Background: an optimization exercise with open tools, aiming at small area and a short achievable clock period. Do not read the settings as production practice.
Function was checked by simulation only, so behaviour that the tests miss may differ from the original.
Power figures rest on the tool's default switching activity, not on a simulated workload.

## dense2_argmax
module dense2_argmax
(
  input  logic                clk,
  input  logic                rst,
  input  logic                in_valid,
  input  logic                frame_start_in,
  input  logic                frame_end_in,
  input  logic [dense2_pkg::DW-1:0]       dense_input,
  output logic                rom_en,
  output logic [dense2_pkg::AW-1:0]       rom_addr,
  input  logic [dense2_pkg::N_OUT*dense2_pkg::DW-1:0] rom_data,
  output logic                out_valid,
  output logic                frame_start_out,
  output logic                frame_end_out,
  output logic [dense2_pkg::DW-1:0]       logit_out,
  output logic                class_valid,
  output logic [dense2_pkg::IDX_W-1:0]    class_idx,
  output logic                err
);
Size in the first run: ~7400 cells after synthesis.
==> flow/config.mk <==
export PLATFORM = sky130hd
export DESIGN_NAME = dense2_argmax
export DESIGN_NICKNAME = dense2_argmax
export VERILOG_FILES = /design/flow/design.v
export SDC_FILE = /design/flow/constraint.sdc
export NUM_CORES = 4
export LEC_CHECK = 0
export ABC_AREA = 1
export CAP_MARGIN = 20
export CORE_MARGIN = 2
export CORE_UTILIZATION = 40
export PLACE_DENSITY = 0.6
export SETUP_SLACK_MARGIN = 5
export SLEW_MARGIN = 20
==> flow/constraint.sdc <==
create_clock -name core_clock -period 11.0 [get_ports {clk}]
set_input_delay 2.2000 -clock core_clock [delete_from_list [all_inputs] [get_ports {clk}]]
set_output_delay 2.2000 -clock core_clock [all_outputs]
set_load 0.01 [all_outputs]
standard.sh (not shown) runs the stock make flow with config.mk's settings and CLKGATE_MAP_FILE= SYNTH_SCRIPT=/design/flow/synth_recipe.tcl, a recipe that flattens the netlist after the stock synthesis.
==> flow/flow/run.sh <==
#!/bin/bash
# The standard layout (standard.sh: unchanged synthesis, floorplan, place,
# CTS, route) with three changes:
#  - repair_timing aims for 5.6 ns of setup slack at the design's 11 ns clock;
#  - ports are buffered with buf_2 cells instead of the default delay cells;
#  - after synthesis, invpush.py removes inverters between full-adder cells by
#    flipping adders (a full adder is self-dual), leaving registers, ports and
#    all other cells as synthesis made them.
# Each tool's output goes to a log here; ORFS keeps its step logs under orfs/logs.
set -euo pipefail
sed 's/SETUP_SLACK_MARGIN=[0-9.]*/SETUP_SLACK_MARGIN=5.6 "BUFFER_PORTS_ARGS=-buffer_cell sky130_fd_sc_hd__buf_2"/' standard.sh > standard_margin.sh
grep -q 'SETUP_SLACK_MARGIN=5.6 "BUFFER_PORTS_ARGS' standard_margin.sh
bash standard_margin.sh synth > synth.log 2>&1
NET=orfs/results/sky130hd/dense2_argmax/base/1_2_yosys.v
cp "$NET" 1_2_yosys.standard.v
python3 flow/invpush.py 1_2_yosys.standard.v "$NET" > invpush.log 2>&1
touch "$NET"
bash standard_margin.sh > standard.log 2>&1
Other scripts of this flow, unchanged in this note and not shown: flow/flow/invpush.py
The first run completed without violations.
Change:
==> flow/flow/run.sh (replaced) <==
#!/bin/bash
# The standard layout (standard.sh: unchanged synthesis, floorplan, place,
# CTS, route) with three changes:
#  - repair_timing aims for 5.8 ns of setup slack at the design's 11 ns clock;
#  - ports are buffered with buf_2 cells instead of the default delay cells;
#  - after synthesis, invpush.py removes inverters between full-adder cells by
#    flipping adders (a full adder is self-dual), leaving registers, ports and
#    all other cells as synthesis made them.
# Each tool's output goes to a log here; ORFS keeps its step logs under orfs/logs.
set -euo pipefail
sed 's/SETUP_SLACK_MARGIN=[0-9.]*/SETUP_SLACK_MARGIN=5.8 "BUFFER_PORTS_ARGS=-buffer_cell sky130_fd_sc_hd__buf_2"/' standard.sh > standard_margin.sh
grep -q 'SETUP_SLACK_MARGIN=5.8 "BUFFER_PORTS_ARGS' standard_margin.sh
bash standard_margin.sh synth > synth.log 2>&1
NET=orfs/results/sky130hd/dense2_argmax/base/1_2_yosys.v
cp "$NET" 1_2_yosys.standard.v
python3 flow/invpush.py 1_2_yosys.standard.v "$NET" > invpush.log 2>&1
touch "$NET"
bash standard_margin.sh > standard.log 2>&1
Settings changed: CTS_BUF_LIST from default to sky130_fd_sc_hd__clkbuf_4 sky130_fd_sc_hd__clkbuf_8.
Effect:
- The changed run produced a clean layout
- non-clock buffer count decreases by 6
- wire length increases by about 1.4%
- area after synthesis does not change
- setup slack improved by 160 ps
- die area stays the same
Change:
==> flow/flow/run.sh (replaced) <==
#!/bin/bash
# The standard layout (standard.sh: unchanged synthesis, floorplan, place,
# CTS, route) with three changes:
#  - repair_timing aims for 5.6 ns of setup slack at the design's 11 ns clock;
#  - ports are buffered with buf_2 cells instead of the default delay cells;
#  - after synthesis, invpush.py removes inverters between full-adder cells by
#    flipping adders (a full adder is self-dual), leaving registers, ports and
#    all other cells as synthesis made them.
# Each tool's output goes to a log here; ORFS keeps its step logs under orfs/logs.
set -euo pipefail
sed 's/SETUP_SLACK_MARGIN=[0-9.]*/SETUP_SLACK_MARGIN=5.6 "BUFFER_PORTS_ARGS=-buffer_cell sky130_fd_sc_hd__buf_2"/' standard.sh > standard_margin.sh
grep -q 'SETUP_SLACK_MARGIN=5.6 "BUFFER_PORTS_ARGS' standard_margin.sh
bash standard_margin.sh synth > synth.log 2>&1
NET=orfs/results/sky130hd/dense2_argmax/base/1_2_yosys.v
cp "$NET" 1_2_yosys.standard.v
python3 flow/invpush.py 1_2_yosys.standard.v "$NET" > invpush.log 2>&1
touch "$NET"
bash standard_margin.sh > standard.log 2>&1
After rerunning: The changed run completed without violations. First-iteration DRC count falls by 0.90%. Wire length falls by 1.4%. Die area stays the same. Hold slack stays flat. Setup slack loses 140 ps. Total power falls by 2.5%. Via count hardly moves. Synthesized cell count stays the same. Cell count barely changes.

==> separate check: timing with driven ports <==
The flow's constraints put no driver on any port. The routed layouts listed below were extracted and timed again, unchanged, in two steps.
Step 1 (the two cells are an assumption about what drives the block):
set clk [get_ports {clk}]
set_driving_cell -lib_cell sky130_fd_sc_hd__clkbuf_16 $clk
set_driving_cell -lib_cell sky130_fd_sc_hd__buf_2 [delete_from_list [all_inputs] $clk]
Step 2 moves the port delays by t, midway between the first and last clock arrival at a register: inputs arrive t later, outputs are due t later. That takes back most of the time a late clock gives input paths.
Slacks: ideal ports / drivers / drivers and shift; pairs: ideal ports / drivers.
run	shift t [ns]	setup slack, ns	latest minus earliest clock arrival (ns)	slew at the worst register clock pin (ns)
the first run	0.784	5.617 / 5.617 / 4.870	0.042 / 0.042	0.07 / 0.07
the second run	0.942	5.782 / 5.741 / 5.001	0.076 / 0.076	0.07 / 0.07
the third run	0.929	5.644 / 5.625 / 4.866	0.047 / 0.047	0.07 / 0.07
After both steps every run listed still meets setup and hold. For the second run, which loses most, drivers alone change the setup slack by -0.041 ns; drivers and shift together by -0.781 ns.
